Background: an optimization exercise with open tools, aiming at small area, a short achievable clock period and few clock cycles per item. Do not read the settings as production practice. The RTL was checked by simulation tests, not by an equivalence proof against the original design. Power is estimated from default activity; no workload was simulated.

==> v15: inputs <==
==> flow/design.v <==
module mdu_ctrl #(
    parameter int MUL_LAT = 4
) (
    input  logic        clk,
    input  logic        rst,
    input  logic        start,
    input  logic [2:0]  op,
    input  logic [31:0] a,
    input  logic [31:0] b,
    output logic        busy,
    output logic        done,
    output logic [31:0] hi,
    output logic [31:0] lo,
    output logic        div0
);
    localparam int N = 35;
    logic        r_busy, r_done;
    logic        s_mul, s_fix, s_nlo, s_lead, s_step, s_nhi;
    logic [31:0] r_hi, r_lo;
    logic        r_hx;           
    logic [32:0] r_m;            
    logic [5:0]  r_k;            
    logic        r_uns, r_negq, r_negr;
    logic        r_skip;         
    logic        r_hz;           
    logic        c_aacc, c_b1, c_b2, c_blo, c_bhi, c_inv;
    logic        c_madd, c_mskip, c_hsum;
    assign busy = r_busy;
    assign done = r_done;
    assign hi   = r_hi;
    assign lo   = r_lo;
    assign div0 = 1'b0;
    logic [N-1:0] w_ma, w_mb, w_sum, w_m35, w_bx, w_g, w_p, w_gg, w_pp;
    assign w_m35 = {{2{r_m[32]}}, r_m};
    assign w_ma = ({N{c_aacc}} & {{2{r_hx}}, r_hx, r_hi})
                | ({N{s_lead}} & {3'd0, r_hi[23:0], r_lo[31:24]})
                | ({N{s_step}} & {r_hx, r_hx, r_hi, r_lo[31]});
    assign w_mb = ({N{c_b2}}  & {w_m35[N-2:0], 1'b0})
                | ({N{c_b1}}  & w_m35)
                | ({N{c_blo}} & {3'd0, r_lo})
                | ({N{c_bhi}} & {3'd0, r_hi});
    assign w_bx = w_mb ^ {N{c_inv}};
    assign w_g  = w_ma & w_bx;
    assign w_p  = w_ma ^ w_bx;
    always_comb begin
        w_gg = w_g;
        w_pp = w_p;
        w_gg[0] = w_g[0] | (w_p[0] & c_inv);
        for (int d = 1; d < 64; d = d * 2)
            for (int i = 2 * d - 1; i < N; i += 2 * d) begin
                w_gg[i] = w_gg[i] | (w_pp[i] & w_gg[i-d]);
                w_pp[i] = w_pp[i] & w_pp[i-d];
            end
        for (int d = 32; d >= 1; d = d / 2)
            for (int i = 3 * d - 1; i < N; i += 2 * d) begin
                w_gg[i] = w_gg[i] | (w_pp[i] & w_gg[i-d]);
                w_pp[i] = w_pp[i] & w_pp[i-d];
            end
    end
    assign w_sum = w_p ^ {w_gg[N-2:0], c_inv};
    logic       w_acc, w_dsign, w_dskip, w_last, w_rneg, w_dend;
    logic [5:0] w_k;
    logic [7:0] w_nlo, w_bw;
    logic       w_nbp, w_bp, w_nskip;
    logic       n_mul, n_fix, n_nlo, n_lead, n_step, n_nhi, n_done;
    logic       n_m32, n_hx;
    assign w_acc   = !r_busy && start;
    assign w_dsign = !op[0] && a[31];
    assign w_dskip = r_hz && w_sum[N-1];
    assign w_k     = r_k + ((s_lead || (s_mul && r_skip)) ? 6'd8 : s_mul ? 6'd2 : 6'd1);
    assign w_last  = w_k[5];
    assign w_rneg  = w_sum[32];            
    assign w_dend  = (s_lead && w_dskip && w_last) || (s_step && w_last);
    assign w_nlo   = r_skip ? r_lo[15:8] : r_lo[9:2];
    assign w_nbp   = r_skip ? r_lo[7] : r_lo[1];
    assign w_bw    = r_busy ? w_nlo : a[7:0];
    assign w_bp    = r_busy ? w_nbp : 1'b0;
    assign w_nskip = r_busy ? ((w_k <= 6'd24) && (w_nlo == {8{w_nbp}})) : (a[7:0] == 8'd0);
    always_comb begin
        n_mul  = r_busy ? (s_mul && !w_last) : (start && op[2:1] == 2'b00);
        n_fix  = (s_mul && w_last && r_uns && w_nbp) || (s_step && w_last && w_rneg);
        n_lead = (w_acc && op[2:1] == 2'b01 && !w_dsign) || (s_lead && w_dskip && !w_last)
              || (s_nlo && r_k == 6'd0);
        n_step = (s_lead && !w_dskip) || (s_step && !w_last);
        n_nlo  = (w_acc && op[2:1] == 2'b01 && w_dsign)
              || ((w_dend && !(s_step && w_rneg)) || (s_fix && !r_uns)) && r_negq && !s_lead;
        n_nhi  = ((w_dend && !(s_step && w_rneg)) || (s_fix && !r_uns)) && !(r_negq && !s_lead) && r_negr
              || (s_nlo && r_k != 6'd0 && r_negr);
        n_done = r_busy && !(n_mul || n_fix || n_lead || n_step || n_nlo || n_nhi);
        n_m32  = r_busy ? r_m[32] : (!op[0] && b[31]);
        n_hx   = s_step ? w_rneg : (s_mul && !r_skip) ? w_sum[N-1] : r_busy ? r_hx : 1'b0;
    end
    always_ff @(posedge clk) begin
        if (rst) begin
            r_busy <= 1'b0;
            r_done <= 1'b0;
            s_mul <= 1'b0; s_fix <= 1'b0; s_nlo <= 1'b0;
            s_lead <= 1'b0; s_step <= 1'b0; s_nhi <= 1'b0;
            c_aacc <= 1'b0; c_b1 <= 1'b0; c_b2 <= 1'b0; c_blo <= 1'b0; c_bhi <= 1'b0;
            c_madd <= 1'b0; c_mskip <= 1'b0; c_hsum <= 1'b0;
        end else begin
            r_busy  <= r_busy ? !n_done : (start && !op[2]);
            r_done  <= n_done;
            s_mul   <= n_mul;
            s_fix   <= n_fix;
            s_nlo   <= n_nlo;
            s_lead  <= n_lead;
            s_step  <= n_step;
            s_nhi   <= n_nhi;
            c_aacc  <= n_mul || n_fix;
            c_b2    <= n_mul && (w_bw[0] == w_bp) && (w_bw[1] != w_bw[0]);
            c_b1    <= (n_mul && (w_bw[0] ^ w_bp)) || n_fix || n_lead || n_step;
            c_blo   <= n_nlo;
            c_bhi   <= n_nhi;
            c_madd  <= n_mul && !w_nskip;
            c_mskip <= n_mul && w_nskip;
            c_hsum  <= n_fix || n_nhi || n_step;
        end
    end
    always_ff @(posedge clk) begin
        r_hx  <= n_hx;
        r_m   <= r_busy ? r_m : {!op[0] && b[31], b};
        c_inv <= (n_mul && w_bw[1] && !(w_bw[0] && w_bp)) || (n_fix && n_m32)
              || (n_lead && !n_m32) || (n_step && (n_hx == n_m32)) || n_nlo || n_nhi;
        r_skip <= w_nskip;
        if (!r_busy) begin
            r_k    <= 6'd0;
            r_uns  <= op[0];
            r_negq <= !op[0] && (a[31] ^ b[31]) && (b != 32'd0);
            r_negr <= w_dsign;
        end
        if (s_mul || (s_lead && w_dskip) || s_step) r_k <= w_k;
    end
    logic        w_lead, w_ldhi, w_ldlo, w_hold_hi, w_hold_lo;
    logic [31:0] w_hi, w_lo;
    assign w_lead    = s_lead && w_dskip;
    assign w_ldhi    = w_acc && (!op[2] || op[1:0] == 2'b00);
    assign w_ldlo    = w_acc && (!op[2] || op[1:0] == 2'b01);
    assign w_hold_hi = !(c_madd || c_mskip || c_hsum || w_lead || w_ldhi);
    assign w_hold_lo = !(c_madd || c_mskip || s_nlo || s_step || w_lead || w_ldlo);
    assign w_hi = ({32{c_madd}}    & w_sum[33:2])
                | ({32{c_mskip}}   & {{8{r_hx}}, r_hi[31:8]})
                | ({32{c_hsum}}    & w_sum[31:0])
                | ({32{w_lead}}    & {r_hi[23:0], r_lo[31:24]})
                | ({32{w_ldhi && op[2]}} & a)
                | ({32{w_hold_hi}} & r_hi);
    assign w_lo = ({32{c_madd}}    & {w_sum[1:0], r_lo[31:2]})
                | ({32{c_mskip}}   & {r_hi[7:0], r_lo[31:8]})
                | ({32{s_nlo}}     & w_sum[31:0])
                | ({32{s_step}}    & {r_lo[30:0], !w_rneg})
                | ({32{w_lead}}    & {r_lo[23:0], 8'd0})
                | ({32{w_ldlo}}    & a)
                | ({32{w_hold_lo}} & r_lo);
    always_ff @(posedge clk) begin
        if (rst) begin
            r_hi <= 32'd0;
            r_lo <= 32'd0;
        end else begin
            r_hi <= w_hi;
            r_lo <= w_lo;
        end
        r_hz <= rst || w_acc || (w_lead ? (r_hi[23:16] == 8'd0) : r_hz);
    end
endmodule
==> flow/flow/run.sh <==
#!/bin/bash
# Standard layout with three changes to how it is made: Yosys does not map adders to full-adder
# cells (ABC maps them as plain logic, which is faster here), the ports get the smallest buffer
# cell instead of a delay buffer, and timing repair aims below the clock period.
set -euo pipefail
export ADDER_MAP_FILE=
export BUFFER_PORTS_ARGS="-buffer_cell sky130_fd_sc_hd__buf_1"
export SETUP_SLACK_MARGIN=6.8
bash standard.sh > standard.log 2>&1
==> flow/standard.sh <==
#!/bin/bash
# synth_recipe.tcl (not shown) runs the flow's synth.tcl, then flattens the netlist and writes it again
# the make line also repeats each setting of config.mk as NAME=value (left out here)
make -C /OpenROAD-flow-scripts/flow DESIGN_CONFIG=/design/flow/config.mk WORK_HOME=/design/flow/orfs CLKGATE_MAP_FILE= SYNTH_SCRIPT=/design/flow/synth_recipe.tcl "${@:-finish}"
==> flow/config.mk <==
export PLATFORM = sky130hd
export DESIGN_NAME = mdu_ctrl
export DESIGN_NICKNAME = mdu_ctrl
export VERILOG_FILES = /design/flow/design.v
export SDC_FILE = /design/flow/constraint.sdc
export NUM_CORES = 4
export LEC_CHECK = 0
export ABC_AREA = 1
export CAP_MARGIN = 20
export CORE_MARGIN = 2
export CORE_UTILIZATION = 45
export SLEW_MARGIN = 20
==> flow/constraint.sdc <==
create_clock -name core_clock -period 10.0 [get_ports {clk}]
set_input_delay 2.0000 -clock core_clock [delete_from_list [all_inputs] [get_ports {clk}]]
set_output_delay 2.0000 -clock core_clock [all_outputs]
set_load 0.01 [all_outputs]
==> v14 (differences from v15) <==
==> flow/design.v, changed modules only <==
module mdu_ctrl #(
    parameter int MUL_LAT = 4
) (
    input  logic        clk,
    input  logic        rst,
    input  logic        start,
    input  logic [2:0]  op,
    input  logic [31:0] a,
    input  logic [31:0] b,
    output logic        busy,
    output logic        done,
    output logic [31:0] hi,
    output logic [31:0] lo,
    output logic        div0
);
    localparam int N = 35;
    logic        r_busy, r_done;
    logic        s_mul, s_fix, s_nlo, s_lead, s_step, s_nhi;
    logic [31:0] r_hi, r_lo;
    logic        r_hx;           
    logic [32:0] r_m;            
    logic [5:0]  r_k;            
    logic        r_uns, r_negq, r_negr;
    logic        r_skip;         
    logic        r_hz;           
    logic        c_aacc, c_b1, c_b2, c_blo, c_bhi, c_inv;
    logic        c_madd, c_mskip, c_hsum;
    assign busy = r_busy;
    assign done = r_done;
    assign hi   = r_hi;
    assign lo   = r_lo;
    assign div0 = 1'b0;
    logic [N-1:0] w_ma, w_mb, w_sum, w_m35, w_bx, w_g, w_p, w_gg, w_pp;
    assign w_m35 = {{2{r_m[32]}}, r_m};
    assign w_ma = ({N{c_aacc}} & {{2{r_hx}}, r_hx, r_hi})
                | ({N{s_lead}} & {3'd0, r_hi[23:0], r_lo[31:24]})
                | ({N{s_step}} & {r_hx, r_hx, r_hi, r_lo[31]});
    assign w_mb = ({N{c_b2}}  & {w_m35[N-2:0], 1'b0})
                | ({N{c_b1}}  & w_m35)
                | ({N{c_blo}} & {3'd0, r_lo})
                | ({N{c_bhi}} & {3'd0, r_hi});
    assign w_bx = w_mb ^ {N{c_inv}};
    assign w_g  = w_ma & w_bx;
    assign w_p  = w_ma ^ w_bx;
    always_comb begin
        w_gg = w_g;
        w_pp = w_p;
        w_gg[0] = w_g[0] | (w_p[0] & c_inv);
        for (int d = 1; d < 64; d = d * 2)
            for (int i = 2 * d - 1; i < N; i += 2 * d) begin
                w_gg[i] = w_gg[i] | (w_pp[i] & w_gg[i-d]);
                w_pp[i] = w_pp[i] & w_pp[i-d];
            end
        for (int d = 32; d >= 1; d = d / 2)
            for (int i = 3 * d - 1; i < N; i += 2 * d) begin
                w_gg[i] = w_gg[i] | (w_pp[i] & w_gg[i-d]);
                w_pp[i] = w_pp[i] & w_pp[i-d];
            end
    end
    assign w_sum = w_p ^ {w_gg[N-2:0], c_inv};
    logic       w_acc, w_dsign, w_dskip, w_last, w_rneg;
    logic [5:0] w_k;
    logic [7:0] w_nlo, w_bw;
    logic       w_nbp, w_bp, w_nskip;
    assign w_acc   = !r_busy && start;
    assign w_dsign = !op[0] && a[31];
    assign w_dskip = r_hz && w_sum[N-1];
    assign w_k     = r_k + ((s_lead || (s_mul && r_skip)) ? 6'd8 : s_mul ? 6'd2 : 6'd1);
    assign w_last  = w_k[5];
    assign w_rneg  = w_sum[32];            
    assign w_nlo   = r_skip ? r_lo[15:8] : r_lo[9:2];
    assign w_nbp   = r_skip ? r_lo[7] : r_lo[1];
    assign w_bw    = r_busy ? w_nlo : a[7:0];
    assign w_bp    = r_busy ? w_nbp : 1'b0;
    assign w_nskip = r_busy ? ((w_k <= 6'd24) && (w_nlo == {8{w_nbp}})) : (a[7:0] == 8'd0);
    logic        w_late;
    logic [17:0] w_nx [0:1];
    assign w_late = (s_lead && w_dskip) || (s_step && w_rneg);
    always_comb begin
        for (int l = 0; l < 2; l++) begin
            logic dsk, rng;
            logic n_mul, n_fix, n_nlo, n_lead, n_step, n_nhi, n_done, n_m32, n_hx, n_dend;
            dsk    = (l == 1);
            rng    = (l == 1);
            n_dend = (s_lead && dsk && w_last) || (s_step && w_last);
            n_mul  = r_busy ? (s_mul && !w_last) : (start && op[2:1] == 2'b00);
            n_fix  = (s_mul && w_last && r_uns && w_nbp) || (s_step && w_last && rng);
            n_lead = (w_acc && op[2:1] == 2'b01 && !w_dsign) || (s_lead && dsk && !w_last)
                  || (s_nlo && r_k == 6'd0);
            n_step = (s_lead && !dsk) || (s_step && !w_last);
            n_nlo  = (w_acc && op[2:1] == 2'b01 && w_dsign)
                  || ((n_dend && !(s_step && rng)) || (s_fix && !r_uns)) && r_negq && !s_lead;
            n_nhi  = ((n_dend && !(s_step && rng)) || (s_fix && !r_uns)) && !(r_negq && !s_lead) && r_negr
                  || (s_nlo && r_k != 6'd0 && r_negr);
            n_done = r_busy && !(n_mul || n_fix || n_lead || n_step || n_nlo || n_nhi);
            n_m32  = r_busy ? r_m[32] : (!op[0] && b[31]);
            n_hx   = s_step ? rng : r_busy ? r_hx : 1'b0;
            w_nx[l] = {
                r_busy ? !n_done : (start && !op[2]),                        
                n_done,                                                      
                n_mul, n_fix, n_nlo, n_lead, n_step, n_nhi,                  
                n_mul || n_fix,                                              
                n_mul && (w_bw[0] == w_bp) && (w_bw[1] != w_bw[0]),         
                (n_mul && (w_bw[0] ^ w_bp)) || n_fix || n_lead || n_step,    
                n_nlo,                                                       
                n_nhi,                                                       
                n_mul && !w_nskip,                                           
                n_mul && w_nskip,                                            
                n_fix || n_nhi || n_step,                                    
                (n_mul && w_bw[1] && !(w_bw[0] && w_bp)) || (n_fix && n_m32)
                  || (n_lead && !n_m32) || (n_step && (n_hx == n_m32)) || n_nlo || n_nhi,   
                n_hx                                                         
            };
        end
    end
    logic [17:0] w_n;
    assign w_n = w_late ? w_nx[1] : w_nx[0];
    always_ff @(posedge clk) begin
        if (rst) begin
            {r_busy, r_done, s_mul, s_fix, s_nlo, s_lead, s_step, s_nhi,
             c_aacc, c_b2, c_b1, c_blo, c_bhi, c_madd, c_mskip, c_hsum} <= '0;
        end else begin
            {r_busy, r_done, s_mul, s_fix, s_nlo, s_lead, s_step, s_nhi,
             c_aacc, c_b2, c_b1, c_blo, c_bhi, c_madd, c_mskip, c_hsum} <= w_n[17:2];
        end
    end
    always_ff @(posedge clk) begin
        c_inv <= w_n[1];
        r_hx  <= (s_mul && !r_skip) ? w_sum[N-1] : w_n[0];
        r_m   <= r_busy ? r_m : {!op[0] && b[31], b};
        r_skip <= w_nskip;
        if (!r_busy) begin
            r_k    <= 6'd0;
            r_uns  <= op[0];
            r_negq <= !op[0] && (a[31] ^ b[31]) && (b != 32'd0);
            r_negr <= w_dsign;
        end
        if (s_mul || (s_lead && w_dskip) || s_step) r_k <= w_k;
    end
    logic        w_lead, w_ldhi, w_ldlo, w_hold_hi, w_hold_lo;
    logic [31:0] w_hi, w_lo;
    assign w_lead    = s_lead && w_dskip;
    assign w_ldhi    = w_acc && (!op[2] || op[1:0] == 2'b00);
    assign w_ldlo    = w_acc && (!op[2] || op[1:0] == 2'b01);
    assign w_hold_hi = !(c_madd || c_mskip || c_hsum || w_lead || w_ldhi);
    assign w_hold_lo = !(c_madd || c_mskip || s_nlo || s_step || w_lead || w_ldlo);
    assign w_hi = ({32{c_madd}}    & w_sum[33:2])
                | ({32{c_mskip}}   & {{8{r_hx}}, r_hi[31:8]})
                | ({32{c_hsum}}    & w_sum[31:0])
                | ({32{w_lead}}    & {r_hi[23:0], r_lo[31:24]})
                | ({32{w_ldhi && op[2]}} & a)
                | ({32{w_hold_hi}} & r_hi);
    assign w_lo = ({32{c_madd}}    & {w_sum[1:0], r_lo[31:2]})
                | ({32{c_mskip}}   & {r_hi[7:0], r_lo[31:8]})
                | ({32{s_nlo}}     & w_sum[31:0])
                | ({32{s_step}}    & {r_lo[30:0], !w_rneg})
                | ({32{w_lead}}    & {r_lo[23:0], 8'd0})
                | ({32{w_ldlo}}    & a)
                | ({32{w_hold_lo}} & r_lo);
    always_ff @(posedge clk) begin
        if (rst) begin
            r_hi <= 32'd0;
            r_lo <= 32'd0;
        end else begin
            r_hi <= w_hi;
            r_lo <= w_lo;
        end
        r_hz <= rst || w_acc || (w_lead ? (r_hi[23:16] == 8'd0) : r_hz);
    end
endmodule
==> flow/flow/run.sh (replaced) <==
#!/bin/bash
# Standard layout with three changes to how it is made: Yosys does not map adders to full-adder
# cells (ABC maps them as plain logic, which is faster here), the ports get the smallest buffer
# cell instead of a delay buffer, and timing repair aims below the clock period (harder after
# clock tree synthesis than after global routing).
set -euo pipefail
export ADDER_MAP_FILE=
export BUFFER_PORTS_ARGS="-buffer_cell sky130_fd_sc_hd__buf_1"
SETUP_SLACK_MARGIN=6.8 bash standard.sh cts > standard_cts.log 2>&1
SETUP_SLACK_MARGIN=6.3 bash standard.sh > standard.log 2>&1
CTS_BUF_LIST = sky130_fd_sc_hd__clkbuf_8   (was not set)
==> out/metrics.csv <==
metric;value;unit
pre-CTS setup slack;5.75;ns
Final HPWL DP;33300;um
Synth Instances;1756;
Top Family by Delay on Critical Path;simple AND/OR/NAND/NOR gates;
CP required;10.37;ns
status;finished clean;
Rows;55;
area fraction in compound gates after synthesis;18.1;%
crit path kind;flip-flop to flip-flop;
sequential-to-total area share from yosys stat;27.6;%
Area contributors post-synth;nand2_1, dfxtp_1, edfxtp_1;
Comb power;300;uW
post-synthesis xor/xnor area fraction;2.58;%
clock slew at reported path FFs;0.09;ns
sequential power;593;uW
final period utilization;33.5;%
bufs w/o clock;160;
crit path launch type;flip-flop;
Source of the figures above: v14

==> out/metrics.csv <==
metric;value;unit
CP required;10.35;ns
area fraction in compound gates after synthesis;19.1;%
clock slew at reported path FFs;0.06;ns
Synth Instances;1686;
CLK BUF;18;
Final HPWL DP;31900;um
crit path kind;primary input to flip-flop;
Top Family by Delay on Critical Path;compound AO/OA/AOI/OAI gates;
post-synthesis xor/xnor area fraction;3.02;%
sequential-to-total area share from yosys stat;28.6;%
status;finished clean;
crit path launch type;primary input;
Source of the figures above: v15

Testbench counts of v15, summed over its fixed seeds: cycles 75,612, ops 8,000.
Testbench counts of v14, summed over its fixed seeds: cycles 75,612, ops 8,000.

==> static timing again, ports no longer ideal <==
No port has a modelled driver above. Below, the same layouts with a new extraction and two added sets of constraints.
Step 1 assumes that a clkbuf_16 drives the clock port and a buf_2 every other input.
Step 2 moves the port delays by t, midway between the first and last clock arrival at a register: inputs arrive t later, outputs are due t later. That takes back most of the time a late clock gives input paths.
Three values: ideal ports, drivers, drivers and shift; two values: the first two.
run | shift t [ns] | slack for setup (ns) | clock arrival spread, ns
v15 | 0.474 | 6.635 / 6.666 / 6.192 | 0.012 / 0.013
v14 | 0.516 | 6.649 / 6.649 / 6.158 | 0.019 / 0.019
After both steps setup and hold are still met in every run listed. For v14, which loses most, drivers alone change the setup slack by 0.000 ns; drivers and shift together by -0.491 ns.
